Source: an optimization exercise on an open RTL-to-GDS flow (aim: small area, a short achievable clock period and few clock cycles per item). Production flows keep margins and buffers that such runs may drop.
At most, simulation tests tie the RTL to the original design; equivalence was not proved.
No functional check of the RTL was part of runs 3 to 5.
Power figures rest on the tool's default switching activity, not on a simulated workload.

**design.v**
```verilog
module ela_stream_deinterlacer #(
  parameter int unsigned IMG_W  = 128,
  parameter int unsigned IMG_H  = 64,
  parameter int unsigned PIX_W  = 8,
  parameter int unsigned ADDR_W = 13
) (
  input  logic              clk,
  input  logic              rst,
  input  logic              ready,
  input  logic [1:0]        mode,
  input  logic [PIX_W-1:0]  in_data,
  output logic              req,
  output logic              wen,
  output logic [ADDR_W-1:0] addr,
  output logic [PIX_W-1:0]  data_wr,
  output logic              busy,
  output logic              done
);
  localparam int unsigned PW  = PIX_W;
  localparam int unsigned NW  = IMG_W;           
  localparam int unsigned TP  = NW - 3;          
  localparam int unsigned TI  = NW - 1;          
  localparam int unsigned M0  = 2;               
  localparam int unsigned SA  = TP - M0;         
  localparam logic [6:0]  D0  = 7'(128 - M0);    
  localparam int unsigned QB  = 3;               
  localparam int unsigned QN  = 1 << QB;
  localparam logic [3:0]  TH  = 4'(QN - 1);      
  localparam logic [3:0]  THR = 4'(QN - 2);      
  localparam logic [2:0] S_INIT = 3'd0, S_RECV = 3'd1, S_XFER = 3'd2, S_B = 3'd3, S_L = 3'd4,
                         S_END = 3'd5;
  logic [2:0] st;
  logic [4:0] rin;           
  logic [6:0] kin;           
  logic       deliv;
  logic       arr_q;
  logic [PW-1:0] in_q;
  logic       reqwant, committed, bad0, ins_last;
  logic       req_i;         
  logic       lastw;         
  logic [ADDR_W-1:0] addr_c;   
  logic [6:0] col, dph;
  logic [3:0] cnt, cnt_n;
  logic       ok_q, okr_q, ph0;    
  logic [6:0] dph_n;
  logic [1:0] mode_q;
  logic [PW*NW-1:0]     frg;    
  logic [PW*(NW+1)-1:0] rch;    
  logic [PW*QN-1:0] qf;
  logic [QB:0]      wp, rp;
  logic          v1, dg1, d11;
  logic [PW-1:0] a1, s1a, s3a;
  function automatic logic [PW:0] padd(input logic [PW-1:0] a, input logic [PW-1:0] b,
                                       input logic ci);
    logic [PW-1:0] g, p, g1, p1, g2, p2, g3;
    logic [PW:0]   c;
    g = a & b;
    p = a ^ b;
    g1 = g;
    p1 = p;
    for (int i = 1; i < PW; i++) begin
      g1[i] = g[i] | (p[i] & g[i-1]);
      p1[i] = p[i] & p[i-1];
    end
    g2 = g1;
    p2 = p1;
    for (int i = 2; i < PW; i++) begin
      g2[i] = g1[i] | (p1[i] & g1[i-2]);
      p2[i] = p1[i] & p1[i-2];
    end
    g3 = g2;
    for (int i = 4; i < PW; i++) begin
      g3[i] = g2[i] | (p2[i] & g2[i-4]);
    end
    c[0] = ci;
    for (int i = 0; i < PW; i++) begin
      c[i+1] = g3[i] | (((i < 4) ? p2[i] : (p2[i] & p2[(i < 4) ? 0 : i-4])) & ci);
    end
    padd = {c[PW], p ^ c[PW-1:0]};
  endfunction
  function automatic logic [PW-1:0] avg2(input logic [PW-1:0] a, input logic [PW-1:0] b);
    logic [PW:0] s;
    s = padd(a, b, 1'b0);
    avg2 = s[PW:1];
  endfunction
  function automatic logic [PW-1:0] absdiff(input logic [PW-1:0] a, input logic [PW-1:0] b);
    logic [PW:0] ab, ba;
    ab = padd(a, ~b, 1'b1);    
    ba = padd(b, ~a, 1'b1);    
    absdiff = ab[PW] ? ab[PW-1:0] : ba[PW-1:0];
  endfunction
  function automatic logic le(input logic [PW-1:0] x, input logic [PW-1:0] y);
    logic [PW:0] t;
    t = padd(y, ~x, 1'b1);
    le = t[PW];
  endfunction
  logic [PW-1:0] um1, uc, up1, dm1, dc, dp1;
  assign up1 = frg[PW*(TP-1) +: PW];
  assign uc  = frg[PW*TP +: PW];
  assign um1 = frg[PW*(TP+1) +: PW];
  assign dp1 = rch[PW*(NW-2) +: PW];
  assign dc  = rch[PW*(NW-1) +: PW];
  assign dm1 = rch[PW*NW +: PW];
  logic phase_ok, ev_x, ev_b, ev_l, ev, sh, ins, item, a0ins, accept, set_req, reqwant_n, pop;
  assign phase_ok = ph0;
  assign ev_x  = (st == S_XFER) && phase_ok;
  assign ev_b  = (st == S_B) && phase_ok && (committed || ok_q);
  assign ev_l  = (st == S_L) && phase_ok && ok_q;
  assign ev    = ev_x | ev_b | ev_l;
  assign sh    = arr_q | ev_x | ev_b;
  assign ins   = ((ev_x | ev_b) && (col != 7'd0)) || ins_last;
  assign item  = arr_q | ev_b | ev_l;
  assign a0ins = arr_q && (rin == 5'd0);
  assign accept = req_i && ready;
  assign pop   = ready && (wp != rp);
  always_comb begin
    set_req = 1'b0;
    if (st == S_INIT) set_req = 1'b1;
    if (arr_q && !deliv && (rin == 5'd0) && !bad0) set_req = 1'b1;
    if (ev_x && (col == 7'd127)) set_req = 1'b1;
    if (ev_b && (col == 7'd125) && (rin != 5'd31) && okr_q) set_req = 1'b1;
    if (ev_b && (col == 7'd127) && (rin != 5'd31) && !committed) set_req = 1'b1;
  end
  assign reqwant_n = (reqwant && !accept) || set_req;
  assign cnt_n = cnt + {3'd0, item} - {3'd0, pop};
  always_comb begin
    if (a0ins && (kin == 7'd1)) dph_n = D0;
    else if (!ev) dph_n = dph + 1'b1;
    else dph_n = dph;
  end
  always_ff @(posedge clk) begin
    for (int i = 0; i < NW; i++) begin
      if (i == 0)
        frg[PW*i +: PW] <= frg[PW*(NW-1) +: PW];
      else if (i == TI && ins)
        frg[PW*i +: PW] <= dm1;
      else if (i == SA && a0ins)
        frg[PW*i +: PW] <= in_q;
      else
        frg[PW*i +: PW] <= frg[PW*(i-1) +: PW];
    end
  end
  always_ff @(posedge clk) begin
    if (sh) rch <= {rch[PW*NW-1:0], in_q};
  end
  always_ff @(posedge clk) begin
    mode_q <= mode;
    in_q   <= in_data;
  end
  logic [PW-1:0] df1, df2, df3;
  always_comb begin
    df1 = absdiff(um1, dp1);
    df2 = absdiff(uc, dc);
    df3 = absdiff(up1, dm1);
  end
  always_ff @(posedge clk) begin
    if (arr_q) a1 <= in_q;
    else if (ev_l || (mode_q == 2'd2)) a1 <= uc;
    else a1 <= avg2(uc, dc);
    dg1 <= ev_b && (mode_q == 2'd1) && (col != 7'd0) && (col != 7'd127) &&
           !(le(df2, df1) && le(df2, df3));
    d11 <= le(df1, df3);
    s1a <= avg2(um1, dp1);
    s3a <= avg2(up1, dm1);
  end
  logic [PW-1:0] res, rd;
  always_comb begin
    res = dg1 ? (d11 ? s1a : s3a) : a1;
    rd = qf[PW-1:0];
    for (int i = 1; i < QN; i++) begin
      if (rp[QB-1:0] == i) rd = qf[PW*i +: PW];
    end
  end
  always_ff @(posedge clk) begin
    for (int i = 0; i < QN; i++) begin
      if (v1 && (wp[QB-1:0] == i)) qf[PW*i +: PW] <= res;
    end
    data_wr <= rd;
    addr    <= addr_c;
  end
  logic [ADDR_W-1:0] addr_n;
  always_comb begin
    addr_n = addr_c + 1'b1;
    if (addr_c[6:0] == 7'd127) begin
      if (addr_c[12:7] == 6'd0) addr_n = {6'd2, 7'd0};
      else if (!addr_c[7]) addr_n = {addr_c[12:7] - 6'd1, 7'd0};
      else if (addr_c[12:7] == 6'd61) addr_n = {6'd63, 7'd0};
      else addr_n = {addr_c[12:7] + 6'd3, 7'd0};
    end
  end
  always_ff @(posedge clk) begin
    if (rst) begin
      st        <= S_INIT;
      rin       <= '0;
      kin       <= '0;
      deliv     <= 1'b0;
      arr_q     <= 1'b0;
      reqwant   <= 1'b0;
      committed <= 1'b0;
      bad0      <= 1'b0;
      ins_last  <= 1'b0;
      col       <= '0;
      dph       <= '0;
      cnt       <= '0;
      ok_q      <= 1'b1;
      okr_q     <= 1'b1;
      ph0       <= 1'b1;
      wp        <= '0;
      rp        <= '0;
      v1        <= 1'b0;
      req       <= 1'b0;
      req_i     <= 1'b0;
      wen       <= 1'b0;
      addr_c    <= '0;
      lastw     <= 1'b0;
      busy      <= 1'b0;
      done      <= 1'b0;
    end else begin
      reqwant <= reqwant_n;
      req     <= reqwant_n && ready;
      req_i   <= reqwant_n && ready;
      arr_q   <= deliv && ready;
      if (accept) begin
        deliv <= 1'b1;
        kin   <= '0;
      end else if (deliv && ready) begin
        kin <= kin + 1'b1;
        if (kin == 7'd127) deliv <= 1'b0;
      end
      if (deliv && !ready && (kin != 7'd0) && (rin == 5'd0)) bad0 <= 1'b1;
      v1  <= item;
      cnt   <= cnt_n;
      ok_q  <= (cnt_n <= TH);
      okr_q <= (cnt_n <= THR);
      if (v1) wp <= wp + 1'b1;
      if (pop) rp <= rp + 1'b1;
      wen   <= pop;
      if (pop) addr_c <= addr_n;
      lastw <= pop && (addr_c == 13'd8191);
      if (lastw) begin
        done <= 1'b1;
        busy <= 1'b0;
      end
      dph <= dph_n;
      ph0 <= (dph_n == 7'd0);
      if (ev) col <= col + 1'b1;
      ins_last <= (ev_x || ev_b) && (col == 7'd127);
      case (st)
        S_INIT: begin
          busy <= 1'b1;
          st   <= S_RECV;
        end
        S_RECV: begin
          if (arr_q) begin
            if (!deliv) begin
              if (rin == 5'd0) begin
                if (bad0) st <= S_XFER;
                else rin <= 5'd1;
              end else begin
                st <= S_B;
              end
            end
          end
        end
        S_XFER: begin
          if (ev_x && (col == 7'd127)) begin
            st  <= S_RECV;
            rin <= 5'd1;
          end
        end
        S_B: begin
          if (ev_b && (col == 7'd125) && (rin != 5'd31) && okr_q) committed <= 1'b1;
          if (ev_b && (col == 7'd127)) begin
            committed <= 1'b0;
            if (rin == 5'd31) begin
              st <= S_L;
            end else begin
              st  <= S_RECV;
              rin <= rin + 1'b1;
            end
          end
        end
        S_L: begin
          if (ev_l && (col == 7'd127)) st <= S_END;
        end
        default: ;
      endcase
    end
  end
endmodule
```
**run.sh**
```bash
#!/bin/bash
# synth_recipe.tcl (not shown) runs the flow's synth.tcl, then flattens the netlist and writes it again
# the make line also repeats each setting of config.mk as NAME=value (left out here)
make -C /OpenROAD-flow-scripts/flow DESIGN_CONFIG=/design/flow/config.mk WORK_HOME=/design/flow/orfs CLKGATE_MAP_FILE= SYNTH_SCRIPT=/design/flow/synth_recipe.tcl finish
```
**config.mk**
```make
export PLATFORM = sky130hd
export DESIGN_NAME = ela_stream_deinterlacer
export DESIGN_NICKNAME = ela_stream_deinterlacer
export VERILOG_FILES = /design/flow/design.v
export SDC_FILE = /design/flow/constraint.sdc
export NUM_CORES = 4
export LEC_CHECK = 0
export CAP_MARGIN = 20
export CORE_MARGIN = 2
export CORE_UTILIZATION = 70
export CTS_BUF_LIST = sky130_fd_sc_hd__clkbuf_16
export CTS_CLUSTER_DIAMETER = 50
export CTS_CLUSTER_SIZE = 20
export SLEW_MARGIN = 20
```
**constraint.sdc**
```tcl
create_clock -name core_clock -period 12.0 [get_ports {clk}]
set_input_delay 2.4000 -clock core_clock [delete_from_list [all_inputs] [get_ports {clk}]]
set_output_delay 2.4000 -clock core_clock [all_outputs]
set_load 0.01 [all_outputs]
```
==> summary.txt, run 1 <==
- **initial cell density of the core** 70.7%
- **Final Hold Vio Count** 0
- **Skew-Pair Late Insertion Delay** 0.77 ns
- **cell at the root of the clock tree** sky130_fd_sc_hd__clkbuf_16
- **unrepaired setup endpoints after global routing** false
- **worst slack after detailed placement** 6.41 ns
- **kind of start point of the critical path** input port
- **total detailed-routing wirelength** 101 mm
- **Peak Freq** 206 MHz
- **final antenna diode count** 0
- **post-synthesis sequential area ratio** 89.5%
- **smallest setup slack after layout** 7.14 ns
- **number of buffers created by CTS** 146
- **Detailed Routing Iterations Pass 1** 8
- **clock tree from TritonCTS** built
- **final cell count without fillers** 4669
- **highest fanout seen on the critical path** 18
- **cell class contributing the biggest share of worst-path delay** buffers and inverters
- **type of the worst setup path** in -> reg
- **# Max-Cap Violations** 0
- **flop and latch count out of synthesis** 2246
- **number of hold-repair buffers added at the cts stage** 0
- **Worst VDD drop** 0.260 mV
- **average wire length per cell after detail routing** 21.6 um
- **worst-margin pin slew** 1.13 ns
- **Post-synth ARST share** 0%
- **required time worst endpoint** 12.62 ns
- **number of global-route vias before repair** 25400
- **estimated wirelength of the detail-placed design** 46.0 mm
- **multi-input logic area** 0.00597 mm2
- **max-slew violation count** 0
- **All-Layer GR Usage** 21.7%
- **wire length of the first global-routing pass** 148 mm
- **antenna violation net count after detailed routing** 0
- **gate count after technology mapping** 3240
- **Cells after DPL** 4410
- **Post-synth EDFFs** 1096
- **initial antenna violation count** 5
- **horizontal die dimension** 303 um
- **post-route setup TNS** 0 ns
- **power density over the cells** 214 mW/mm2
- **count of standard-cell rows** 109
- **maximum number of pins on one net before global-route repair** 227
- **number of different library cells in the post-synthesis netlist** 73
- **CTS Sinks** 2246
- **I/O pins** 38
- **summed area of non-filler cells in the final layout** 0.0689 mm2
- **core box area** 0.0884 mm2
- **crit share post-route** 40.5%
- **H-tree depth** 4
- **count of yosys warnings during synthesis** 1
- **total die area** 0.0917 mm2
- **share of final-layout standard cells stronger than drive strength 1** 7.19%
- **number of nets in the final layout** 3537
- **slowest CP cell** sky130_fd_sc_hd__clkinv_1
- **Critical path buffers and inverters** 4
- **arrival time worst endpoint** 5.48 ns
- **via count of the routed design** 24900
- **Syn Area/Cell** 19.3 um2
- **total congestion overflow** 0
- **primary flip-flop cell chosen by synthesis mapping** sky130_fd_sc_hd__dfxtp_1
- **mean number of vias per cell** 5.34
- **Leakage Power** 24.8 nW
- **placed instance area** 0.0643 mm2
- **cell area after technology mapping** 0.0625 mm2
- **number of resized instances in the post-cts repair step** 0
- **setup violation total in the final timing report** 0
- **chip height** 303 um
- **Max clock buf depth** 3
- **clock tree skew after final layout** 0.0381 ns
- **post-route minimum period** 4.86 ns
- **remaining design rule violation count** 0
- **critical path cell sequence** clkdlybuf4s50_1, o41ai_2, clkinv_1, ha_1, inv_1, ha_1, inv_1, fa_1, xor2_1, nor3_1, a21oi_1
- **run status** timing/DRC/antenna clean
- **synthesized netlist net count** 3383
- **clock-pin transition on the worst setup and hold timing paths** 0.08 ns
- **sequential cell area** 0.0559 mm2
- **type of element capturing the critical path** flip-flop
- **layout overhead on the synthesized area** 10.2%
- **number of DRC violations after detailed-routing iteration 0** 2311
- **class of the worst hold path** reg -> reg
- **setup fix buffers added after clock tree synthesis** 0
- **Port-buffer cells** 37
- **critical path's largest stage delay** 0.70 ns
- **GPL Wtd Cong** 0.831
- **Slew headroom** 24.4%
- **number of inserted filler cells in the final layout** 4529
## worst paths after layout
kind,slack [ns],from,end,depth (start not counted)
worst max register to register,7.66,st[1],rch[488],6
worst min-delay path,0.31,frg[599],frg[607],0
worst min register to register,0.31,frg[599],frg[607],0
worst max-delay path,7.14,ready,okr_q,11
## synth_stat cells, types with 3 or more instances
master | instances | area share [%]
sky130_fd_sc_hd__xor2_1 | 32 | 0.45
sky130_fd_sc_hd__a21oi_1 | 95 | 0.76
sky130_fd_sc_hd__and4_1 | 4 | 0.056
sky130_fd_sc_hd__buf_1 | 5 | 0.030
sky130_fd_sc_hd__o21bai_1 | 10 | 0.12
sky130_fd_sc_hd__a31oi_1 | 3 | 0.030
sky130_fd_sc_hd__or2_2 | 4 | 0.040
sky130_fd_sc_hd__nor2b_1 | 9 | 0.090
sky130_fd_sc_hd__fa_1 | 4 | 0.13
sky130_fd_sc_hd__ha_1 | 126 | 2.5
sky130_fd_sc_hd__a211oi_1 | 6 | 0.072
sky130_fd_sc_hd__a22oi_1 | 19 | 0.23
sky130_fd_sc_hd__nand3_1 | 27 | 0.22
sky130_fd_sc_hd__o22ai_1 | 11 | 0.11
sky130_fd_sc_hd__o211ai_1 | 9 | 0.11
sky130_fd_sc_hd__or3_1 | 4 | 0.040
sky130_fd_sc_hd__nor4b_1 | 3 | 0.042
sky130_fd_sc_hd__nand3b_1 | 5 | 0.060
sky130_fd_sc_hd__nand2_1 | 84 | 0.50
sky130_fd_sc_hd__nor3_1 | 15 | 0.12
sky130_fd_sc_hd__a21o_1 | 11 | 0.13
sky130_fd_sc_hd__inv_1 | 109 | 0.65
sky130_fd_sc_hd__xnor2_1 | 36 | 0.50
sky130_fd_sc_hd__nand2b_1 | 17 | 0.17
sky130_fd_sc_hd__nor4_1 | 4 | 0.040
sky130_fd_sc_hd__clkbuf_1 | 35 | 0.21
sky130_fd_sc_hd__and2_1 | 11 | 0.11
sky130_fd_sc_hd__o21a_1 | 3 | 0.036
sky130_fd_sc_hd__buf_2 | 3 | 0.024
sky130_fd_sc_hd__and3_1 | 12 | 0.12
sky130_fd_sc_hd__nand4_1 | 14 | 0.14
sky130_fd_sc_hd__nor2_1 | 102 | 0.61
sky130_fd_sc_hd__dfxtp_1 | 1150 | 37
sky130_fd_sc_hd__o21ai_0 | 73 | 0.58
sky130_fd_sc_hd__mux2i_1 | 24 | 0.38
sky130_fd_sc_hd__a221oi_1 | 6 | 0.084
sky130_fd_sc_hd__mux2_2 | 17 | 0.31
sky130_fd_sc_hd__edfxtp_1 | 1096 | 53
## cells in the final DEF, fill, tap and decap left out, types with 12 or more instances in the layout
| cell | Yosys | final |
|---|---|---|
| sky130_fd_sc_hd__clkdlybuf4s50_1 | 0 | 36 |
| sky130_fd_sc_hd__o21ai_0 | 73 | 73 |
| sky130_fd_sc_hd__and3_1 | 12 | 12 |
| sky130_fd_sc_hd__a22oi_1 | 19 | 19 |
| sky130_fd_sc_hd__nand2b_1 | 17 | 17 |
| sky130_fd_sc_hd__nand2_1 | 84 | 84 |
| sky130_fd_sc_hd__nor3_1 | 15 | 15 |
| sky130_fd_sc_hd__ha_1 | 126 | 126 |
| sky130_fd_sc_hd__xor2_1 | 32 | 32 |
| sky130_fd_sc_hd__edfxtp_1 | 1096 | 1096 |
| sky130_fd_sc_hd__nor2_1 | 102 | 102 |
| sky130_fd_sc_hd__nand4_1 | 14 | 14 |
| sky130_fd_sc_hd__clkbuf_16 | 0 | 151 |
| sky130_fd_sc_hd__dfxtp_1 | 1150 | 1150 |
| sky130_fd_sc_hd__a21oi_1 | 95 | 95 |
| sky130_fd_sc_hd__inv_1 | 109 | 158 |
| sky130_fd_sc_hd__mux2_2 | 17 | 17 |
| sky130_fd_sc_hd__nand3_1 | 27 | 27 |
| sky130_fd_sc_hd__xnor2_1 | 36 | 36 |
| sky130_fd_sc_hd__mux2i_1 | 24 | 24 |
## layer usage
| metal | up-vias | wire length (um) | track usage [%] |
|---|---|---|---|
| met5 | - | 0 | 0 |
| met4 | 0 | 1670 | 6.36 |
| met3 | 119 | 3930 | 3.44 |
| met2 | 553 | 50400 | 35.0 |
| met1 | 12500 | 44800 | 31.2 |
| li1 | 11800 | - | - |
## cell type report
cell class	instances	share of cell area, %
Tap cell	1165	2.12
Multi-Input combinational cell	839	8.67
Timing Repair Buffer	51	0.777
Sequential cell	2246	81.2
Inverter	110	0.599
Clock inverter	107	1.15
Clock buffer	151	5.49
## where the power goes
part           internal [mW]  leakage [nW]  switching, mW  total, mW
Clock                   2.41          2.40           2.57       4.98
Sequential              8.75          19.3          0.231       8.98
Combinational          0.243          3.12          0.537      0.780
Total                   11.4          24.8           3.34       14.7
## state kept, by name, indices dropped and copies added, names as in the netlist, 2 cells and up
signal / count
rch: 1032
frg: 1024
qf: 64
addr: 13
addr_c: 13
a1: 8
data_wr: 8
in_q: 8
s1a: 8
s3a: 8
col: 7
dph: 7
kin: 7
rin: 5
cnt: 4
rp: 4
wp: 4
st: 3
mode_q: 2
## worst register-to-register path: cells and delay by family, from the launching register on
family	cells	cell delay, ns
AO/OA/AOI/OAI	1	0.25
buffers and inverters	2	1.90
flip-flops	1	0.52
AND/OR/NAND/NOR	3	1.25
## logic make-up after synthesis
kind of cell	count (synthesis)	synth area share (%)
adder cells (fa/ha/maj)	132	2.68
flip-flops	2246	89.5
buffers and inverters	155	0.951
AO/OA/AOI/OAI	273	2.68
XOR/XNOR	69	0.979
AND/OR/NAND/NOR	324	2.50
multiplexers	41	0.691
## per-stage QoR
stage / utilization, % / total power, mW / hold slack [ns]
floorplan: - / 9.73 / 0.310
CTS: 77.9 / 14.8 / 0.311
global placement: 72.7 / 9.84 / 0.310
detailed placement: 72.7 / 9.88 / 0.312
global route: 77.9 / 15.3 / 0.312
finish: 77.9 / 14.7 / 0.314
Testbench counts, summed over its fixed seeds: cycles 262,464, frames 32.
==> run 2: changes to the inputs <==
==> flow/run.sh (new file) <==
#!/bin/bash
set -euo pipefail
MARGIN=$(cat flow/margin.txt 2>/dev/null || echo 8)
bash standard.sh SETUP_SLACK_MARGIN="$MARGIN" \
  "BUFFER_PORTS_ARGS=-buffer_cell sky130_fd_sc_hd__buf_2" finish > flow_make.log 2>&1
==> flow/margin.txt (new file) <==
8.2
==> standard.sh (new file) <==
#!/bin/bash
# synth_recipe.tcl (not shown) runs the flow's synth.tcl, then flattens the netlist and writes it again
# the make line also repeats each setting of config.mk as NAME=value (left out here)
make -C /OpenROAD-flow-scripts/flow DESIGN_CONFIG=/design/flow/config.mk WORK_HOME=/design/flow/orfs CLKGATE_MAP_FILE= SYNTH_SCRIPT=/design/flow/synth_recipe.tcl "${@:-finish}"
removed: run.sh
==> run 2 against run 1 <==
Highest routed layer unchanged; sequential power about the same; synthesized area stayed put; count of clock-buffer cells in the layout grew 1; global-route usage rose by 0.57 points; core utilization up 0.24 points; critical endpoint is now dg1; first-iteration DRC count decreased by 7.9%; still clean.
==> summary.txt, run 2 <==
- **Synth area leaders** sky130_fd_sc_hd__edfxtp_1 (53%), sky130_fd_sc_hd__dfxtp_1 (37%), sky130_fd_sc_hd__ha_1 (2.5%), sky130_fd_sc_hd__a21oi_1 (0.76%), sky130_fd_sc_hd__inv_1 (0.65%)
- **total die area** 0.0917 mm2
- **Worst R2R Path Depth** 16
- **mean number of vias per cell** 5.36
- **Peak Freq** 266 MHz
- **Final Hold Vio Count** 0
- **type of element capturing the critical path** flip-flop
- **worst r2r dst** dg1
- **Skew-Pair Late Insertion Delay** 0.76 ns
- **via count of the routed design** 25100
- **unrepaired setup endpoints after global routing** true
- **Detailed Routing Iterations Pass 1** 5
- **launch point of the worst reg-to-reg path** rch[1015]
- **arrival time worst endpoint** 4.42 ns
- **chip height** 303 um
- **gate count after technology mapping** 3240
- **library cell occupying the most area in the post-synthesis netlist** sky130_fd_sc_hd__edfxtp_1
- **core box area** 0.0884 mm2
- **antenna violation net count after detailed routing** 0
- **number of DRC violations after detailed-routing iteration 0** 2128
- **initial antenna violation count** 6
- **Slew headroom** 37.1%
- **r2r setup slk** 8.25 ns
- **type of the worst setup path** reg -> reg
- **Port-buffer cells** 37
- **I/O pins** 38
- **Post-synth ARST share** 0%
- **most common library cell in the layout ignoring fill and taps** sky130_fd_sc_hd__dfxtp_1
- **clock tree from TritonCTS** built
- **clock tree skew after final layout** 0.0433 ns
- **estimated wirelength of the detail-placed design** 46.8 mm
- **total congestion overflow** 0
- **kind of start point of the critical path** flip-flop
- **worst slack after detailed placement** 7.41 ns
- **maximum number of pins on one net before global-route repair** 114
- **horizontal die dimension** 303 um
- **initial cell density of the core** 70.7%
- **number of buffers created by CTS** 146
- **primary flip-flop cell chosen by synthesis mapping** sky130_fd_sc_hd__dfxtp_1
- **Critical Path Start** rch[1015]
- **count of standard-cell rows** 109
- **number of cells traversed by the worst hold path** 0
- **critical hold path startpoint** frg[1018]
- **run status** timing/DRC/antenna clean
- **Syn Area/Cell** 19.3 um2
- **Worst VDD drop** 0.200 mV
- **Layout Utilization** 78.2%
- **number of nets in the final layout** 3560
- **post-route minimum period** 3.75 ns
- **critical path's largest stage delay** 0.44 ns
- **cell at the root of the clock tree** sky130_fd_sc_hd__clkbuf_16
- **slowest CP cell** sky130_fd_sc_hd__edfxtp_1
- **Biggest register** rch
- **CTS Sinks** 2246
- **average wire length per cell after detail routing** 21.4 um
- **WHS Endpoint** frg[2]
- **total detailed-routing wirelength** 100 mm
- **area fraction of the dominant cell type after synthesis** 52.7%
- **setup violation total in the final timing report** 0
- **Leakage Power** 25.0 nW
- **# Max-Cap Violations** 0
- **commonest cells after routing, fill and taps aside** sky130_fd_sc_hd__dfxtp_1 (1144), sky130_fd_sc_hd__edfxtp_1 (1096), sky130_fd_sc_hd__inv_1 (160)
- **flop and latch count out of synthesis** 2246
- **count leader, synth** sky130_fd_sc_hd__dfxtp_1
- **share of final-layout standard cells stronger than drive strength 1** 9.86%
- **Max clock buf depth** 3
- **smallest setup slack after layout** 8.25 ns
- **highest fanout seen on the critical path** 7
- **crit share post-route** 31.3%
- **GPL Wtd Cong** 0.824
- **max-slew violation count** 0
- **clock-pin transition on the worst setup and hold timing paths** 0.08 ns
- **worst-margin pin slew** 0.943 ns
- **critical path cell sequence** inv_1, ha_2, a21oi_1, o21ai_2, nor3_4, buf_6, mux2i_1, o221a_4, o21a_4, o21ai_4, xor2_1, ha_1, and3_4, a221o_1, a221oi_2, o21a_1
- **H-tree depth** 4
- **wire length of the first global-routing pass** 152 mm
- **required time worst endpoint** 12.66 ns
- **class of the worst hold path** reg -> reg
- **number of global-route vias before repair** 25800
- **count of yosys warnings during synthesis** 1
- **Largest register FFs** 1032
- **post-synthesis sequential area ratio** 89.5%
- **Synth top cells by count** sky130_fd_sc_hd__dfxtp_1 (1150), sky130_fd_sc_hd__edfxtp_1 (1096), sky130_fd_sc_hd__ha_1 (126)
- **All-Layer GR Usage** 22.3%
- **number of hold-repair buffers added at the cts stage** 0
- **cell area after technology mapping** 0.0625 mm2
- **synthesized netlist net count** 3383
- **layout overhead on the synthesized area** 10.6%
- **number of different library cells in the post-synthesis netlist** 73
- **remaining design rule violation count** 0
- **Post-synth EDFFs** 1096
- **power density over the cells** 213 mW/mm2
- **registers with the highest flip-flop counts** rch: 1032 flops, frg: 1024 flops, qf: 64 flops
- **post-route setup TNS** 0 ns
run 2: cell count changes in the layout (fill, tap and decap cells not counted), moves of 5 or more:
| cell | delta |
|---|---|
| sky130_fd_sc_hd__ha_1 | -15 |
| sky130_fd_sc_hd__buf_2 | +35 |
| sky130_fd_sc_hd__clkdlybuf4s50_1 | -36 |
| sky130_fd_sc_hd__ha_2 | +7 |
| sky130_fd_sc_hd__ha_4 | +8 |
| sky130_fd_sc_hd__dfxtp_2 | +6 |
| sky130_fd_sc_hd__clkinvlp_4 | -7 |
| sky130_fd_sc_hd__dfxtp_1 | -6 |
| sky130_fd_sc_hd__buf_4 | +19 |
| sky130_fd_sc_hd__o21ai_0 | -5 |
run 2: worst max-delay path by stage:
stage                        end  slack (ns)  depth (start not counted)
after floorplan           rch[0]        3.23                          5
after global routing         dg1        8.08                         15
after detailed placement   okr_q        7.41                         11
after CTS                    dg1        8.20                         16
final                        dg1        8.25                         16
after global placement     okr_q        7.41                         11
run 2: power breakdown:
group / switching [mW] / total, mW / internal [mW]
Clock: 2.55 / 4.92 / 2.37
Sequential: 0.228 / 8.97 / 8.74
Combinational: 0.550 / 0.812 / 0.262
Total: 3.33 / 14.7 / 11.4
run 2: kinds of logic (layout without fill, tap and decap cells):
| family | Yosys count | in the layout | synth area share, % |
|---|---|---|---|
| DFF | 2246 | 2246 | 89.5 |
| adders and majority gates | 132 | 132 | 2.68 |
| buffers and inverters | 155 | 435 | 0.951 |
| xor gates and xnor gates | 69 | 69 | 0.979 |
| muxes | 41 | 41 | 0.691 |
| AOI/OAI and AO/OA | 273 | 273 | 2.68 |
| other | 0 | 1 | 0 |
| and+or+nand+nor | 324 | 325 | 2.50 |
run 2: layout make-up:
class,count,area (um2)
Sequential cell,2246,55900
Clock inverter,100,702
Inverter,110,427
Multi-Input combinational cell,840,6220
Tap cell,1165,1460
Clock buffer,152,3800
Timing Repair Buffer,73,541
Fill cell,4447,19300
Antenna cell,1,2.50
run 2: timing repair:
item / in CTS / in global routing
pin swaps: 5 / 12
gates cloned: 1 / 1
gates resized for setup: 28 / 29
setup buffers: 14 / 6
setup endpoints to repair: 272 / 349
run 2: per-stage QoR:
stage / total power [mW] / cell area, um2 / hold WS [ns] / instances
3_3_place_gp: 9.83 / 64100 / 0.309 / 4412
6_report: 14.7 / 69100 / 0.288 / 4687
5_1_grt: 15.2 / 69100 / 0.288 / 4686
3_5_place_dp: 9.87 / 64100 / 0.312 / 4412
2_1_floorplan: 9.75 / 62600 / 0.310 / 3240
4_1_cts: 14.8 / 68900 / 0.285 / 4679
run 2: critical path: cells and delay by family, from the launching register on:
family / cells / cell delay, ns
muxes: 1 / 0.22
AOI/OAI and AO/OA: 8 / 1.50
buffers and inverters: 2 / 0.23
adders and majority gates: 2 / 0.63
xor gates and xnor gates: 1 / 0.15
and+or+nand+nor: 2 / 0.50
DFF: 1 / 0.44
run 2: layer usage:
metal	global-route usage (%)	vias up	wire, um	part of all wire, %
met5	0	-	0	0
met4	6.71	0	2140	2.1
met3	3.42	156	4090	4.1
met2	36.3	552	49200	49
met1	31.7	12600	44700	45
li1	-	11800	-	-
==> run 3: changes to the inputs <==
--- a/design.v
+++ b/design.v
@@ -48,8 +48,8 @@
   logic [PW*(NW+1)-1:0] rch;    
   logic [PW*QN-1:0] qf;
   logic [QB:0]      wp, rp;
-  logic          v1, dg1, d11;
-  logic [PW-1:0] a1, s1a, s3a;
+  logic          v1, ela1;
+  logic [PW-1:0] a1, s1a, s3a, df1, df2, df3;
   function automatic logic [PW:0] padd(input logic [PW-1:0] a, input logic [PW-1:0] b,
                                        input logic ci);
     logic [PW-1:0] g, p, g1, p1, g2, p2, g3;
@@ -84,10 +84,10 @@
     avg2 = s[PW:1];
   endfunction
   function automatic logic [PW-1:0] absdiff(input logic [PW-1:0] a, input logic [PW-1:0] b);
-    logic [PW:0] ab, ba;
-    ab = padd(a, ~b, 1'b1);    
-    ba = padd(b, ~a, 1'b1);    
-    absdiff = ab[PW] ? ab[PW-1:0] : ba[PW-1:0];
+    logic [PW:0] ab, am;
+    ab = padd(a, ~b, 1'b1);
+    am = padd(a, ~b, 1'b0);
+    absdiff = ab[PW] ? ab[PW-1:0] : ~am[PW-1:0];
   endfunction
   function automatic logic le(input logic [PW-1:0] x, input logic [PW-1:0] y);
     logic [PW:0] t;
@@ -122,7 +122,15 @@
     if (ev_b && (col == 7'd127) && (rin != 5'd31) && !committed) set_req = 1'b1;
   end
   assign reqwant_n = (reqwant && !accept) || set_req;
-  assign cnt_n = cnt + {3'd0, item} - {3'd0, pop};
+  logic [3:0] cnt_a, cnt_b;
+  logic       ok_a, ok_b, okr_a, okr_b;
+  assign cnt_a = cnt + {3'd0, item};
+  assign cnt_b = cnt + {3'd0, item} - 4'd1;
+  assign ok_a  = (cnt_a <= TH);
+  assign ok_b  = (cnt_b <= TH);
+  assign okr_a = (cnt_a <= THR);
+  assign okr_b = (cnt_b <= THR);
+  assign cnt_n = pop ? cnt_b : cnt_a;
   always_comb begin
     if (a0ins && (kin == 7'd1)) dph_n = D0;
     else if (!ev) dph_n = dph + 1'b1;
@@ -147,25 +155,21 @@
     mode_q <= mode;
     in_q   <= in_data;
   end
-  logic [PW-1:0] df1, df2, df3;
-  always_comb begin
-    df1 = absdiff(um1, dp1);
-    df2 = absdiff(uc, dc);
-    df3 = absdiff(up1, dm1);
-  end
   always_ff @(posedge clk) begin
     if (arr_q) a1 <= in_q;
     else if (ev_l || (mode_q == 2'd2)) a1 <= uc;
     else a1 <= avg2(uc, dc);
-    dg1 <= ev_b && (mode_q == 2'd1) && (col != 7'd0) && (col != 7'd127) &&
-           !(le(df2, df1) && le(df2, df3));
-    d11 <= le(df1, df3);
-    s1a <= avg2(um1, dp1);
-    s3a <= avg2(up1, dm1);
+    ela1 <= ev_b && (mode_q == 2'd1) && (col != 7'd0) && (col != 7'd127);
+    df1  <= absdiff(um1, dp1);
+    df2  <= absdiff(uc, dc);
+    df3  <= absdiff(up1, dm1);
+    s1a  <= avg2(um1, dp1);
+    s3a  <= avg2(up1, dm1);
   end
   logic [PW-1:0] res, rd;
   always_comb begin
-    res = dg1 ? (d11 ? s1a : s3a) : a1;
+    res = a1;
+    if (ela1 && !(le(df2, df1) && le(df2, df3))) res = le(df1, df3) ? s1a : s3a;
     rd = qf[PW-1:0];
     for (int i = 1; i < QN; i++) begin
       if (rp[QB-1:0] == i) rd = qf[PW*i +: PW];
@@ -230,8 +234,8 @@
       if (deliv && !ready && (kin != 7'd0) && (rin == 5'd0)) bad0 <= 1'b1;
       v1  <= item;
       cnt   <= cnt_n;
-      ok_q  <= (cnt_n <= TH);
-      okr_q <= (cnt_n <= THR);
+      ok_q  <= pop ? ok_b : ok_a;
+      okr_q <= pop ? okr_b : okr_a;
       if (v1) wp <= wp + 1'b1;
       if (pop) rp <= rp + 1'b1;
       wen   <= pop;
==> run 3 against run 2 <==
Clock power up 0.8%; sequential share of layout area up 0.64 points; combinational power up 29%; critical endpoint is now req; largest power group unchanged; highest routed layer unchanged.
==> summary.txt, run 3 <==
- **post-route setup TNS** 0 ns
- **antenna violation net count after detailed routing** 0
- **number of nets in the final layout** 3543
- **library cell occupying the most area in the post-synthesis netlist** sky130_fd_sc_hd__edfxtp_1
- **average wire length per cell after detail routing** 21.3 um
- **count of yosys warnings during synthesis** 1
- **launch point of the worst reg-to-reg path** st[1]
- **final hold slack** 0.321 ns
- **initial cell density of the core** 70.9%
- **Layout Utilization** 77.8%
- **sw frac** 23.9%
- **Max clock buf depth** 3
- **registers with the highest flip-flop counts** rch: 1032 flops, frg: 1024 flops, qf: 64 flops
- **total congestion overflow** 0
- **power density over the cells** 228 mW/mm2
- **number of different library cells in the post-synthesis netlist** 68
- **type of element capturing the critical path** output port
- **worst slack after detailed placement** 7.90 ns
- **arrival time worst endpoint** 1.25 ns
- **Critical Path Start** req
- **part of the total power dissipated in the clock network** 31.4%
- **max-slew violation count** 0
- **maximum number of pins on one net before global-route repair** 218
- **unrepaired setup endpoints after global routing** true
- **multi-input logic area** 0.00594 mm2
- **cell count along the critical path** 1
- **Critical path buffers and inverters** 1
- **total die area** 0.0923 mm2
- **All-Layer GR Usage** 21.0%
- **type of the worst setup path** reg -> out
- **post-route minimum period** 3.65 ns
- **class of the worst hold path** reg -> reg
- **worst-margin pin slew** 0.996 ns
- **flop and latch count out of synthesis** 2269
- **initial antenna violation count** 6
- **estimated wirelength of the detail-placed design** 44.6 mm
- **power dissipated by switching net loads** 3.77 mW
- **Port-buffer cells** 37
- **area fraction of the dominant cell type after synthesis** 52.3%
- **Internal Pwr Total** 12.0 mW
- **Peak Freq** 274 MHz
- **Skew-Pair Late Insertion Delay** 0.78 ns
- **total power** 15.8 mW
- **Final Hold Vio Count** 0
- **wire length of the first global-routing pass** 149 mm
- **number of global-route vias before repair** 25900
- **worst r2r dst** rch[48]
- **chip height** 304 um
- **number of DRC violations after detailed-routing iteration 0** 2262
- **Synth area leaders** sky130_fd_sc_hd__edfxtp_1 (52%), sky130_fd_sc_hd__dfxtp_1 (37%), sky130_fd_sc_hd__ha_1 (2.1%), sky130_fd_sc_hd__a21oi_1 (0.67%), sky130_fd_sc_hd__inv_1 (0.67%)
- **total detailed-routing wirelength** 99.5 mm
- **Leakage Power** 25.0 nW
- **clock-pin transition on the worst setup and hold timing paths** 0.07 ns
- **combinational group share of total power** 6.7%
- **# Max-Cap Violations** 0
- **Sequential Power Share** 61.9%
- **sequential cell area** 0.0564 mm2
- **crit share post-route** 30.4%
- **I/O pins** 38
- **Worst VDD drop** 0.324 mV
- **count of standard-cell rows** 109
- **setup fix buffers added after clock tree synthesis** 0
- **Biggest register** rch
- **slowest CP cell** sky130_fd_sc_hd__dfxtp_1
- **Worst R2R Path Depth** 7
- **most common library cell in the layout ignoring fill and taps** sky130_fd_sc_hd__dfxtp_1
- **mean number of vias per cell** 5.41
- **clock tree skew after final layout** 0.0353 ns
- **via count of the routed design** 25300
- **critical path's largest stage delay** 0.36 ns
- **H-tree depth** 4
- **layout overhead on the synthesized area** 9.85%
- **cell area after technology mapping** 0.0629 mm2
- **share of final-layout standard cells stronger than drive strength 1** 7.83%
- **destination of the critical timing path** req
- **cell class contributing the biggest share of worst-path delay** flip-flops
- **gate count after technology mapping** 3265
- **number of hold-repair buffers added at the cts stage** 0
- **count leader, synth** sky130_fd_sc_hd__dfxtp_1
- **Detailed Routing Iterations Pass 1** 6
- **commonest cells after routing, fill and taps aside** sky130_fd_sc_hd__dfxtp_1 (1173), sky130_fd_sc_hd__edfxtp_1 (1096), sky130_fd_sc_hd__inv_1 (152)
- **clock tree from TritonCTS** built
- **highest fanout seen on the critical path** 2
- **core box area** 0.0888 mm2
- **run status** timing/DRC/antenna clean
- **number of inserted filler cells in the final layout** 4564
- **number of buffers created by CTS** 146
- **Slew headroom** 33.3%
- **Syn Area/Cell** 19.3 um2
- **Post-synth EDFFs** 1096
- **post-synthesis sequential area ratio** 89.6%
- **kind of start point of the critical path** flip-flop
- **CTS Sinks** 2269
- **smallest setup slack after layout** 8.35 ns
- **primary flip-flop cell chosen by synthesis mapping** sky130_fd_sc_hd__dfxtp_1
- **Largest register FFs** 1032
- **critical path cell sequence** buf_2
- **cell at the root of the clock tree** sky130_fd_sc_hd__clkbuf_16
- **Synth top cells by count** sky130_fd_sc_hd__dfxtp_1 (1173), sky130_fd_sc_hd__edfxtp_1 (1096), sky130_fd_sc_hd__inv_1 (112)
- **setup violation total in the final timing report** 0
- **remaining design rule violation count** 0
- **synthesized netlist net count** 3392
- **GPL Wtd Cong** 0.836
- **horizontal die dimension** 304 um
- **r2r setup slk** 8.39 ns
- **required time worst endpoint** 9.60 ns
- **Post-synth ARST share** 0%
## run 3: cell count changes in the layout (fill, tap and decap cells not counted), moves of 8 or more
cell / delta
sky130_fd_sc_hd__ha_4: -8
sky130_fd_sc_hd__xor2_1: +10
sky130_fd_sc_hd__o21ai_0: -33
sky130_fd_sc_hd__inv_1: -8
sky130_fd_sc_hd__o21ai_1: +20
sky130_fd_sc_hd__a22oi_1: -17
sky130_fd_sc_hd__dfxtp_1: +29
sky130_fd_sc_hd__o221ai_1: +8
sky130_fd_sc_hd__buf_4: -23
sky130_fd_sc_hd__a31oi_1: +15
sky130_fd_sc_hd__nor2_1: -23
sky130_fd_sc_hd__mux2_1: +16
sky130_fd_sc_hd__nand2_1: +26
## run 3: kinds of logic (layout without fill, tap and decap cells)
logic type,after synthesis,after routing,synth area share (%)
DFF,2269,2269,89.6
and+or+nand+nor,339,339,2.64
AOI/OAI and AO/OA,266,266,2.64
buffers and inverters,160,405,0.965
adders and majority gates,114,114,2.34
xor gates and xnor gates,72,72,1.00
muxes,45,45,0.768
other,0,1,0
## run 3: layout make-up
cell class	instances	share of cell area, %
antenna	1	0.00362
clock buffer	148	5.36
clock inverter	94	1.12
inverter	112	0.608
multi-input combinational	836	8.60
sequential	2269	81.6
tap	1165	2.11
timing repair buffer	51	0.594
## run 3: routing by layer
metal	wire (um)	vias to the layer above	part of all wire, %	track usage [%]
met5	0	-	0	0
met4	2000	0	2.0	5.96
met3	4580	135	4.6	3.53
met2	49000	584	49	34.0
met1	43900	12700	44	30.0
li1	-	11900	-	-
## run 3: how the worst min path moves through the flow
stage | start | endpoint | slack (ns) | cells past startpoint
6_report | frg[233] | frg[241] | 0.32 | 0
5_1_grt | frg[6] | frg[14] | 0.32 | 0
4_1_cts | frg[6] | frg[14] | 0.32 | 0
3_5_place_dp | frg[234] | frg[242] | 0.31 | 0
3_3_place_gp | frg[853] | frg[861] | 0.31 | 0
2_1_floorplan | frg[1016] | frg[0] | 0.31 | 0
## run 3: power groups by stage
stage	Sequential, mW	Combinational [mW]	Clock, mW
after floorplan	10.4	0.749	0
after global placement	9.85	0.967	0
after detailed placement	9.85	1.03	0
after CTS	9.78	1.03	5.05
after global routing	9.84	1.18	5.33
final	9.76	1.05	4.96
## run 3: timing repair
action | in CTS | in global routing
setup endpoints to repair | 269 | 528
cloned | 0 | 3
gates resized for setup | 3 | 4
## run 3: per-stage QoR
step | std cells | instance area [um2]
2_1_floorplan | 3265 | 63000
4_1_cts | 4671 | 69000
5_1_grt | 4675 | 69100
6_report | 4676 | 69100
3_5_place_dp | 4429 | 64500
3_3_place_gp | 4429 | 64500
==> run 4: changes to the inputs <==
==> flow/margin.txt (replaced) <==
8.6
==> run 4 against run 3 <==
Non-clock buffer count rose by 4; critical endpoint unchanged; die area unchanged; still clean; critical path depth did not move; sequential share of layout area shrank 0.15 points.
==> summary.txt, run 4 <==
- **run status** timing/DRC/antenna clean
- **maximum number of pins on one net before global-route repair** 218
- **count of yosys warnings during synthesis** 1
- **clock-pin transition on the worst setup and hold timing paths** 0.08 ns
- **# Max-Cap Violations** 0
- **critical path's largest stage delay** 0.35 ns
- **GPL Wtd Cong** 0.836
- **chip height** 304 um
- **smallest setup slack after layout** 8.40 ns
- **Worst R2R Path Depth** 6
- **remaining design rule violation count** 0
- **Post-synth ARST share** 0%
- **commonest cells after routing, fill and taps aside** sky130_fd_sc_hd__dfxtp_1 (1160), sky130_fd_sc_hd__edfxtp_1 (1096), sky130_fd_sc_hd__inv_1 (152), sky130_fd_sc_hd__clkbuf_16 (152), sky130_fd_sc_hd__nand2_1 (109)
- **arrival time worst endpoint** 1.20 ns
- **type of the worst setup path** reg -> out
- **post-route minimum period** 3.60 ns
- **number of nets in the final layout** 3547
- **highest fanout seen on the critical path** 2
- **slowest CP cell** sky130_fd_sc_hd__dfxtp_2
- **Peak Freq** 278 MHz
- **type of element capturing the critical path** output port
- **number of buffers created by CTS** 146
- **Slew headroom** 17.2%
- **primary flip-flop cell chosen by synthesis mapping** sky130_fd_sc_hd__dfxtp_1
- **core box area** 0.0888 mm2
- **Worst VDD drop** 0.360 mV
- **Cells after DPL** 4429
- **Critical path buffers and inverters** 1
- **WHS Endpoint** frg[564]
- **Biggest register** rch
- **layout overhead on the synthesized area** 10.1%
- **Synth area leaders** sky130_fd_sc_hd__edfxtp_1 (52%), sky130_fd_sc_hd__dfxtp_1 (37%), sky130_fd_sc_hd__ha_1 (2.1%), sky130_fd_sc_hd__a21oi_1 (0.67%), sky130_fd_sc_hd__inv_1 (0.67%)
- **critical path cell sequence** buf_6
- **average wire length per cell after detail routing** 21.5 um
- **required time worst endpoint** 9.60 ns
- **number of DRC violations after detailed-routing iteration 0** 2239
- **number of global-route vias before repair** 25900
- **initial antenna violation count** 8
- **launch point of the worst reg-to-reg path** st[1]
- **worst-margin pin slew** 1.24 ns
- **setup violation total in the final timing report** 0
- **r2r setup slk** 8.74 ns
- **power density over the cells** 228 mW/mm2
- **Port-buffer cells** 37
- **All-Layer GR Usage** 21.1%
- **number of inserted filler cells in the final layout** 4525
- **total congestion overflow** 0
- **initial cell density of the core** 70.9%
- **total die area** 0.0923 mm2
- **most common library cell in the layout ignoring fill and taps** sky130_fd_sc_hd__dfxtp_1
- **area fraction of the dominant cell type after synthesis** 52.3%
- **antenna violation net count after detailed routing** 0
- **total detailed-routing wirelength** 100 mm
- **worst slack after detailed placement** 7.90 ns
- **crit share post-route** 30.0%
- **count leader, synth** sky130_fd_sc_hd__dfxtp_1
- **number of cells traversed by the worst hold path** 0
- **max-slew violation count** 0
- **cell area after technology mapping** 0.0629 mm2
- **final cell count without fillers** 4680
- **mean number of vias per cell** 5.43
- **cell class contributing the biggest share of worst-path delay** flip-flops
- **library cell occupying the most area in the post-synthesis netlist** sky130_fd_sc_hd__edfxtp_1
- **Critical Path Start** req
- **critical hold path startpoint** frg[556]
- **Syn Area/Cell** 19.3 um2
- **kind of start point of the critical path** flip-flop
- **H-tree depth** 4
- **Synth top cells by count** sky130_fd_sc_hd__dfxtp_1 (1173), sky130_fd_sc_hd__edfxtp_1 (1096), sky130_fd_sc_hd__inv_1 (112)
- **worst r2r dst** rch[586]
- **Skew-Pair Late Insertion Delay** 0.79 ns
- **Final Hold Vio Count** 0
- **number of different library cells in the post-synthesis netlist** 68
- **flop and latch count out of synthesis** 2269
- **Detailed Routing Iterations Pass 1** 5
- **horizontal die dimension** 304 um
- **clock tree from TritonCTS** built
- **Max clock buf depth** 3
- **synthesized netlist net count** 3392
- **class of the worst hold path** reg -> reg
- **gate count after technology mapping** 3265
- **I/O pins** 38
- **unrepaired setup endpoints after global routing** true
- **Leakage Power** 25.1 nW
- **cell at the root of the clock tree** sky130_fd_sc_hd__clkbuf_16
- **registers with the highest flip-flop counts** rch: 1032 flops, frg: 1024 flops, qf: 64 flops
- **via count of the routed design** 25400
- **estimated wirelength of the detail-placed design** 44.6 mm
- **share of final-layout standard cells stronger than drive strength 1** 8.34%
- **CTS Sinks** 2269
- **wire length of the first global-routing pass** 150 mm
- **Largest register FFs** 1032
- **post-synthesis sequential area ratio** 89.6%
- **Post-synth EDFFs** 1096
- **clock tree skew after final layout** 0.0464 ns
- **post-route setup TNS** 0 ns
- **count of standard-cell rows** 109
[run 4: cell counts after synthesis]
No cell type changed its count.
[run 4: worst max-delay path by stage]
stage | endpoint | depth (start not counted)
finish | req | 1
detailed placement | addr_c[12] | 5
global route | req | 1
global placement | addr_c[6] | 6
floorplan | rch[0] | 3
CTS | rch[620] | 4
[run 4: per-stage QoR]
stage                     total power [mW]  util (%)  hold slack (ns)  instance area (um2)
final                                 15.8      78.0            0.318                69300
after global routing                  16.4      78.0            0.324                69300
after CTS                             15.9      77.8            0.315                69100
after detailed placement              10.9      72.7            0.312                64500
after global placement                10.8      72.7            0.310                64500
after floorplan                       11.1         -            0.310                63000
[run 4: report_power, final]
group | total [mW] | internal [mW] | switching [mW]
clock network | 4.97 | 2.34 | 2.63
logic | 1.08 | 0.297 | 0.781
registers | 9.77 | 9.39 | 0.384
total | 15.8 | 12.0 | 3.79
[run 4: routing by layer]
layer  vias up  wire length [um]  GRT usage [%]
li1      11900                 -              -
met1     12800             44700           30.3
met2       638             49300           34.0
met3       132              4670           3.54
met4         0              1740           5.92
met5         -                 0              0
[run 4: area by class of cell]
class	count	area, um2	share of cell area [%]
clock buffers	148	3700	5.35
repair buffers	55	542	0.782
flip-flops and latches	2269	56400	81.4
well taps	1165	1460	2.10
multi-input cells	836	5950	8.58
clock inverters	94	777	1.12
inverters	112	420	0.607
diodes	1	2.50	0.00361
[run 4: repair_timing]
| item | CTS | global route |
|---|---|---|
| hold buffers | 0 | 0 |
| setup endpoints to repair | 631 | 633 |
| cloned | 0 | 6 |
| buffers inserted | 2 | 0 |
| resized for setup | 19 | 20 |
[run 4: cells by family (layout without fill, tap and decap cells)]
group                    Yosys count  after routing  share of synthesized area (%)
AND/OR/NAND/NOR                  339            339                           2.64
other                              0              1                              0
multiplexers                      45             45                          0.768
XOR/XNOR                          72             72                           1.00
adder cells (fa/ha/maj)          114            114                           2.34
AO/OA/AOI/OAI                    266            266                           2.64
flip-flops                      2269           2269                           89.6
buffers and inverters            160            409                          0.965
==> run 5: changes to the inputs <==
--- a/config.mk
+++ b/config.mk
@@ -9,6 +9,6 @@
 export CORE_MARGIN = 2
 export CORE_UTILIZATION = 70
 export CTS_BUF_LIST = sky130_fd_sc_hd__clkbuf_16
-export CTS_CLUSTER_DIAMETER = 50
-export CTS_CLUSTER_SIZE = 20
+export CTS_CLUSTER_DIAMETER = 55
+export CTS_CLUSTER_SIZE = 26
 export SLEW_MARGIN = 20
==> run 5 against run 4 <==
Count of clock-buffer cells in the layout decreased by 4; cell area grew 0.11%; wire length decreased by 0.67%; clock power is 2% higher; register-to-register slack gained 0.05 ns; total power grew 0.48%; global-route usage increased by 0.85 points; die area is the same; sequential share of layout area is 0.092 points lower; critical path type unchanged; critical endpoint unchanged.
==> summary.txt, run 5 <==
- **run status** timing/DRC/antenna clean
- **Internal Pwr Total** 12.1 mW
- **gate count after technology mapping** 3265
- **clock tree skew after final layout** 0.0324 ns
- **required time worst endpoint** 9.60 ns
- **unrepaired setup endpoints after global routing** true
- **Largest register FFs** 1032
- **clock-pin transition on the worst setup and hold timing paths** 0.10 ns
- **arrival time worst endpoint** 1.19 ns
- **estimated wirelength of the detail-placed design** 44.6 mm
- **Port-buffer cells** 37
- **initial cell density of the core** 70.9%
- **Biggest register** rch
- **kind of start point of the critical path** flip-flop
- **total die area** 0.0923 mm2
- **Synth area leaders** sky130_fd_sc_hd__edfxtp_1 (52%), sky130_fd_sc_hd__dfxtp_1 (37%), sky130_fd_sc_hd__ha_1 (2.1%), sky130_fd_sc_hd__a21oi_1 (0.67%), sky130_fd_sc_hd__inv_1 (0.67%)
- **post-synthesis sequential area ratio** 89.6%
- **Final Hold Vio Count** 0
- **number of hold-repair buffers added at the cts stage** 0
- **met3 usage** 3.27%
- **chip height** 304 um
- **max-slew violation count** 0
- **layer with the highest usage after global routing** met2
- **core box area** 0.0888 mm2
- **via count of the routed design** 25200
- **most common library cell in the layout ignoring fill and taps** sky130_fd_sc_hd__dfxtp_1
- **primary flip-flop cell chosen by synthesis mapping** sky130_fd_sc_hd__dfxtp_1
- **power density over the cells** 229 mW/mm2
- **number of nets in the final layout** 3531
- **clock tree from TritonCTS** built
- **area fraction of the dominant cell type after synthesis** 52.3%
- **worst-margin pin slew** 1.02 ns
- **final hold slack** 0.315 ns
- **final cell count without fillers** 4669
- **Critical path buffers and inverters** 1
- **remaining design rule violation count** 0
- **Cells after DPL** 4429
- **layout overhead on the synthesized area** 10.2%
- **count of yosys warnings during synthesis** 1
- **combinational group share of total power** 6.8%
- **GR met1 Demand/Resource** 31.6%
- **wire length of the first global-routing pass** 154 mm
- **flop and latch count out of synthesis** 2269
- **Leakage Power** 25.0 nW
- **count of standard-cell rows** 109
- **number of DRC violations after detailed-routing iteration 0** 2412
- **share of final-layout standard cells stronger than drive strength 1** 8.59%
- **highest fanout seen on the critical path** 2
- **count leader, synth** sky130_fd_sc_hd__dfxtp_1
- **total detailed-routing wirelength** 99.7 mm
- **type of element capturing the critical path** output port
- **Syn Area/Cell** 19.3 um2
- **critical path's largest stage delay** 0.36 ns
- **Post-synth EDFFs** 1096
- **cell class contributing the biggest share of worst-path delay** flip-flops
- **CTS Sinks** 2269
- **r2r setup slk** 8.79 ns
- **sw frac** 23.9%
- **Peak Freq** 279 MHz
- **Slew headroom** 31.6%
- **cell area after technology mapping** 0.0629 mm2
- **GPL Wtd Cong** 0.836
- **Layout Utilization** 78.1%
- **H-tree depth** 4
- **Skew-Pair Late Insertion Delay** 0.76 ns
- **I/O pins** 38
- **Synth top cells by count** sky130_fd_sc_hd__dfxtp_1 (1173), sky130_fd_sc_hd__edfxtp_1 (1096), sky130_fd_sc_hd__inv_1 (112)
- **Detailed Routing Iterations Pass 1** 5
- **mean number of vias per cell** 5.40
- **initial antenna violation count** 4
- **library cell occupying the most area in the post-synthesis netlist** sky130_fd_sc_hd__edfxtp_1
- **Post-synth ARST share** 0%
- **registers with the highest flip-flop counts** rch: 1032 flops, frg: 1024 flops, qf: 64 flops
- **Worst VDD drop** 0.223 mV
- **crit share post-route** 29.9%
- **average wire length per cell after detail routing** 21.4 um
- **critical path cell sequence** buf_6
- **antenna violation net count after detailed routing** 0
- **type of the worst setup path** reg -> out
- **# Max-Cap Violations** 0
- **Sequential Power Share** 61.4%
- **number of global-route vias before repair** 25900
- **cell at the root of the clock tree** sky130_fd_sc_hd__clkbuf_16
- **All-Layer GR Usage** 21.9%
- **post-route minimum period** 3.59 ns
- **met2 Track Usage GR** 35.9%
- **synthesized netlist net count** 3392
- **maximum number of pins on one net before global-route repair** 214
- **part of the total power dissipated in the clock network** 31.8%
- **power dissipated by switching net loads** 3.79 mW
- **total congestion overflow** 0
- **horizontal die dimension** 304 um
- **Max clock buf depth** 3
- **setup violation total in the final timing report** 0
- **number of buffers created by CTS** 132
- **class of the worst hold path** reg -> reg
- **number of different library cells in the post-synthesis netlist** 68
- **commonest cells after routing, fill and taps aside** sky130_fd_sc_hd__dfxtp_1 (1161), sky130_fd_sc_hd__edfxtp_1 (1096), sky130_fd_sc_hd__clkbuf_16 (145)
- **slowest CP cell** sky130_fd_sc_hd__dfxtp_2
## run 5: cell counts after synthesis
No cell type changed its count.
## run 5: power by group through the flow
stage | Clock, mW | Combinational [mW] | Sequential, mW
after floorplan | 0 | 0.749 | 10.4
after global placement | 0 | 0.967 | 9.85
after detailed placement | 0 | 1.03 | 9.85
after CTS | 5.12 | 1.07 | 9.76
after global routing | 5.42 | 1.21 | 9.85
final | 5.05 | 1.08 | 9.76
## run 5: cell families (layout without fill, tap and decap cells)
kind of cell    Yosys count  after routing  synth area share [%]
xor+xnor                 72             72                  1.00
flops                  2269           2269                  89.6
mux                      45             45                 0.768
simple gates            339            339                  2.64
fa+ha+maj               114            114                  2.34
other cells               0              1                     0
buf+inv                 160            398                 0.965
compound gates          266            266                  2.64
## run 5: path summary, 6_finish.rpt
kind	cells after the start	to	startpoint
worst max-delay path	1	req	req
worst min-delay path	0	frg[905]	frg[897]
worst max register to register	6	rch[1017]	st[1]
worst min register to register	0	frg[905]	frg[897]
## run 5: repair_timing
item,4_1_cts,5_1_grt
pin swaps,0,0
endpoints found under the setup margin,631,424
resized for setup,18,18
setup buffers,2,0
gates cloned,3,1
## run 5: metrics by stage
stage / setup WS (ns) / instance area [um2] / power (mW) / TNS, ns
floorplan: -5.70 / 63000 / 11.1 / -5884.14
global placement: 7.90 / 64500 / 10.8 / 0
detailed placement: 7.90 / 64500 / 10.9 / 0
CTS: 8.34 / 69200 / 16.0 / 0
global route: 8.35 / 69300 / 16.5 / 0
finish: 8.41 / 69300 / 15.9 / 0
## run 5: cell type report
class | instances | area (um2)
Fill cell | 4472 | 19400
Sequential cell | 2269 | 56400
Clock inverter | 89 | 923
Clock buffer | 144 | 3600
Antenna cell | 1 | 2.50
Multi-Input combinational cell | 836 | 5950
Inverter | 112 | 420
Timing Repair Buffer | 53 | 573
Tap cell | 1165 | 1460
## run 5: metal layers
metal / wire length [um] / vias to the layer above
met5: 0 / -
met4: 1620 / 0
met3: 3740 / 106
met1: 45600 / 12700
met2: 48800 / 570
li1: - / 11800
==> run 6: changes to the inputs <==
--- a/design.v
+++ b/design.v
@@ -20,9 +20,10 @@
   localparam int unsigned NW  = IMG_W;           
   localparam int unsigned TP  = NW - 3;          
   localparam int unsigned TI  = NW - 1;          
-  localparam int unsigned M0  = 2;               
-  localparam int unsigned SA  = TP - M0;         
-  localparam logic [6:0]  D0  = 7'(128 - M0);    
+  localparam int unsigned SA  = TP;              
+  localparam int unsigned NI  = 66;              
+  localparam logic [6:0]  PH0 = 7'd126;          
+  localparam logic [6:0]  RPH = 7'd125;          
   localparam int unsigned QB  = 3;               
   localparam int unsigned QN  = 1 << QB;
   localparam logic [3:0]  TH  = 4'(QN - 1);      
@@ -45,7 +46,10 @@
   logic [6:0] dph_n;
   logic [1:0] mode_q;
   logic [PW*NW-1:0]     frg;    
-  logic [PW*(NW+1)-1:0] rch;    
+  logic [PW*NW-1:0]     rrg;    
+  logic [6:0]           ph;     
+  logic [6:0]           ins_q;  
+  logic                 r0acc;  
   logic [PW*QN-1:0] qf;
   logic [QB:0]      wp, rp;
   logic          v1, ela1;
@@ -98,16 +102,15 @@
   assign up1 = frg[PW*(TP-1) +: PW];
   assign uc  = frg[PW*TP +: PW];
   assign um1 = frg[PW*(TP+1) +: PW];
-  assign dp1 = rch[PW*(NW-2) +: PW];
-  assign dc  = rch[PW*(NW-1) +: PW];
-  assign dm1 = rch[PW*NW +: PW];
-  logic phase_ok, ev_x, ev_b, ev_l, ev, sh, ins, item, a0ins, accept, set_req, reqwant_n, pop;
+  assign dp1 = rrg[PW*(TP-1) +: PW];
+  assign dc  = rrg[PW*TP +: PW];
+  assign dm1 = rrg[PW*(TP+1) +: PW];
+  logic phase_ok, ev_x, ev_b, ev_l, ev, ins, item, a0ins, accept, set_req, reqwant_n, pop;
   assign phase_ok = ph0;
   assign ev_x  = (st == S_XFER) && phase_ok;
   assign ev_b  = (st == S_B) && phase_ok && (committed || ok_q);
   assign ev_l  = (st == S_L) && phase_ok && ok_q;
   assign ev    = ev_x | ev_b | ev_l;
-  assign sh    = arr_q | ev_x | ev_b;
   assign ins   = ((ev_x | ev_b) && (col != 7'd0)) || ins_last;
   assign item  = arr_q | ev_b | ev_l;
   assign a0ins = arr_q && (rin == 5'd0);
@@ -116,7 +119,7 @@
   always_comb begin
     set_req = 1'b0;
     if (st == S_INIT) set_req = 1'b1;
-    if (arr_q && !deliv && (rin == 5'd0) && !bad0) set_req = 1'b1;
+    if (deliv && ready && (kin == 7'd127) && (rin == 5'd0) && !bad0) set_req = 1'b1;
     if (ev_x && (col == 7'd127)) set_req = 1'b1;
     if (ev_b && (col == 7'd125) && (rin != 5'd31) && okr_q) set_req = 1'b1;
     if (ev_b && (col == 7'd127) && (rin != 5'd31) && !committed) set_req = 1'b1;
@@ -131,8 +134,10 @@
   assign okr_a = (cnt_a <= THR);
   assign okr_b = (cnt_b <= THR);
   assign cnt_n = pop ? cnt_b : cnt_a;
+  logic r0first;    
+  assign r0first = accept && !r0acc;
   always_comb begin
-    if (a0ins && (kin == 7'd1)) dph_n = D0;
+    if (r0first) dph_n = PH0;
     else if (!ev) dph_n = dph + 1'b1;
     else dph_n = dph;
   end
@@ -149,7 +154,12 @@
     end
   end
   always_ff @(posedge clk) begin
-    if (sh) rch <= {rch[PW*NW-1:0], in_q};
+    for (int i = 0; i < NW; i++) begin
+      if ((((i - TP + NW) % NW) < NI) && arr_q && (ins_q == 7'(i)))
+        rrg[PW*i +: PW] <= in_q;
+      else
+        rrg[PW*i +: PW] <= rrg[PW*((i + NW - 1) % NW) +: PW];
+    end
   end
   always_ff @(posedge clk) begin
     mode_q <= mode;
@@ -214,6 +224,7 @@
       v1        <= 1'b0;
       req       <= 1'b0;
       req_i     <= 1'b0;
+      r0acc     <= 1'b0;
       wen       <= 1'b0;
       addr_c    <= '0;
       lastw     <= 1'b0;
@@ -221,8 +232,11 @@
       done      <= 1'b0;
     end else begin
       reqwant <= reqwant_n;
-      req     <= reqwant_n && ready;
-      req_i   <= reqwant_n && ready;
+      req     <= reqwant_n && ready && (!r0acc || (ph == RPH));
+      req_i   <= reqwant_n && ready && (!r0acc || (ph == RPH));
+      if (accept) r0acc <= 1'b1;
+      ph      <= r0first ? PH0 : ph + 1'b1;
+      ins_q   <= 7'(TP + 2) + ph - kin;
       arr_q   <= deliv && ready;
       if (accept) begin
         deliv <= 1'b1;
==> run 6 against run 5 <==
Still clean; wire length rose by 6.9%; count of clock-buffer cells in the layout is 27 lower; non-clock buffer count decreased by 2; sequential share of layout area shrank 10 points; register-to-register slack gained 0.10 ns; hold slack worse by 0.0032 ns; sequential cell count increased by 7; worst setup slack gained 0.026 ns; via count up 11%; critical endpoint unchanged.
==> summary.txt, run 6 <==
- **gate count after technology mapping** 4062
- **critical path's largest stage delay** 0.34 ns
- **wire length of the first global-routing pass** 169 mm
- **power density over the cells** 192 mW/mm2
- **antenna violation net count after detailed routing** 0
- **maximum number of pins on one net before global-route repair** 69
- **arrival time worst endpoint** 1.16 ns
- **number of cells traversed by the worst hold path** 0
- **Port-buffer cells** 37
- **max-slew violation count** 0
- **slowest CP cell** sky130_fd_sc_hd__dfxtp_2
- **count of yosys warnings during synthesis** 1
- **Synth area leaders** sky130_fd_sc_hd__dfxtp_1 (73%), sky130_fd_sc_hd__mux2_2 (9.9%), sky130_fd_sc_hd__edfxtp_1 (3.9%), sky130_fd_sc_hd__ha_1 (2.4%), sky130_fd_sc_hd__nand2_1 (0.89%)
- **critical hold path startpoint** frg[41]
- **Worst VDD drop** 0.168 mV
- **number of DRC violations after detailed-routing iteration 0** 1549
- **mean number of vias per cell** 5.28
- **clock tree skew after final layout** 0.0392 ns
- **GPL Wtd Cong** 0.843
- **Synth top cells by count** sky130_fd_sc_hd__dfxtp_1 (2198), sky130_fd_sc_hd__mux2_2 (529), sky130_fd_sc_hd__nand2_1 (143)
- **synthesized netlist net count** 4197
- **total die area** 0.0883 mm2
- **setup violation total in the final timing report** 0
- **count of standard-cell rows** 107
- **layout overhead on the synthesized area** 8.46%
- **clock tree from TritonCTS** built
- **chip height** 297 um
- **kind of start point of the critical path** flip-flop
- **All-Layer GR Usage** 24.3%
- **Max clock buf depth** 3
- **number of global-route vias before repair** 29900
- **most common library cell in the layout ignoring fill and taps** sky130_fd_sc_hd__dfxtp_1
- **Final Hold Vio Count** 0
- **average wire length per cell after detail routing** 20.1 um
- **library cell occupying the most area in the post-synthesis netlist** sky130_fd_sc_hd__dfxtp_1
- **horizontal die dimension** 297 um
- **total detailed-routing wirelength** 107 mm
- **total congestion overflow** 0
- **cell count along the critical path** 1
- **run status** timing/DRC/antenna clean
- **r2r setup slk** 8.89 ns
- **Critical path buffers and inverters** 1
- **Worst R2R Path Depth** 5
- **worst r2r dst** rrg[499]
- **Peak Freq** 281 MHz
- **sequential cell area** 0.0464 mm2
- **post-synthesis sequential area ratio** 77.0%
- **cell area after technology mapping** 0.0602 mm2
- **highest fanout seen on the critical path** 2
-- run 6: report_power, final --
part	internal [mW]	switching, mW	leakage, nW
Clock	1.97	2.48	1.84
Combinational	0.130	0.208	5.16
Sequential	7.70	0.0678	18.5
-- run 6: through the flow --
step                power, mW  hold slack, ns  cells  cell area, um2  utilization (%)
floorplan                8.15           0.310   4062           60200                -
detailed placement       8.26           0.312   5129           61400             72.1
global route             12.9           0.331   5308           65300             76.7
finish                   12.6           0.312   5309           65300             76.7
global placement         8.24           0.310   5129           61400             72.1
CTS                      12.6           0.314   5308           65200             76.6
-- run 6: what timing repair did --
action | in CTS | in global routing
setup buffers | 3 | 0
gates resized for setup | 10 | 24
setup endpoints to repair | 32 | 61
-- run 6: worst max-delay path by stage --
| stage | startpoint | to |
|---|---|---|
| after floorplan | ready | req |
| after global placement | rst | kin[6] |
| after detailed placement | rst | kin[0] |
| after CTS | req | req |
| after global routing | req | req |
| final | req | req |
-- run 6: area by class of cell --
| cell class | count | share of cell area (%) |
|---|---|---|
| timing repair buffer | 51 | 0.579 |
| antenna | 1 | 0.00383 |
| multi-input combinational | 1548 | 19.8 |
| inverter | 113 | 0.656 |
| clock inverter | 59 | 1.22 |
| sequential | 2276 | 71.1 |
| tap | 1144 | 2.19 |
| clock buffer | 117 | 4.49 |
-- run 6: kinds of logic (layout without fill, tap and decap cells) --
logic type      count (synthesis)  after routing  share of synthesized area (%)
other cells                     0              1                              0
xor+xnor                       82             82                           1.19
compound gates                293            293                           3.12
simple gates                  493            493                           4.08
mux                           558            558                           10.4
fa+ha+maj                     122            122                           2.62
buf+inv                       238            340                           1.59
flops                        2276           2276                           77.0
-- run 6: metal layers --
| layer | vias up | global-route usage (%) | wire, um |
|---|---|---|---|
| met2 | 546 | 43.6 | 54900 |
| met1 | 13800 | 31.0 | 45400 |
| met5 | - | 0 | 0 |
| li1 | 13500 | - | - |
| met4 | 0 | 7.24 | 2750 |
| met3 | 180 | 2.84 | 3510 |
Testbench counts of run 6, summed over its fixed seeds: cycles 262,400, frames 32.

Check on run 6: ideal ports give 8.437 ns setup slack; a clkbuf_16 on the clock port and buf_2 on the inputs give 8.364 ns; moving port delays by the midpoint clock arrival (0.777 ns) as well gives 8.102 ns.
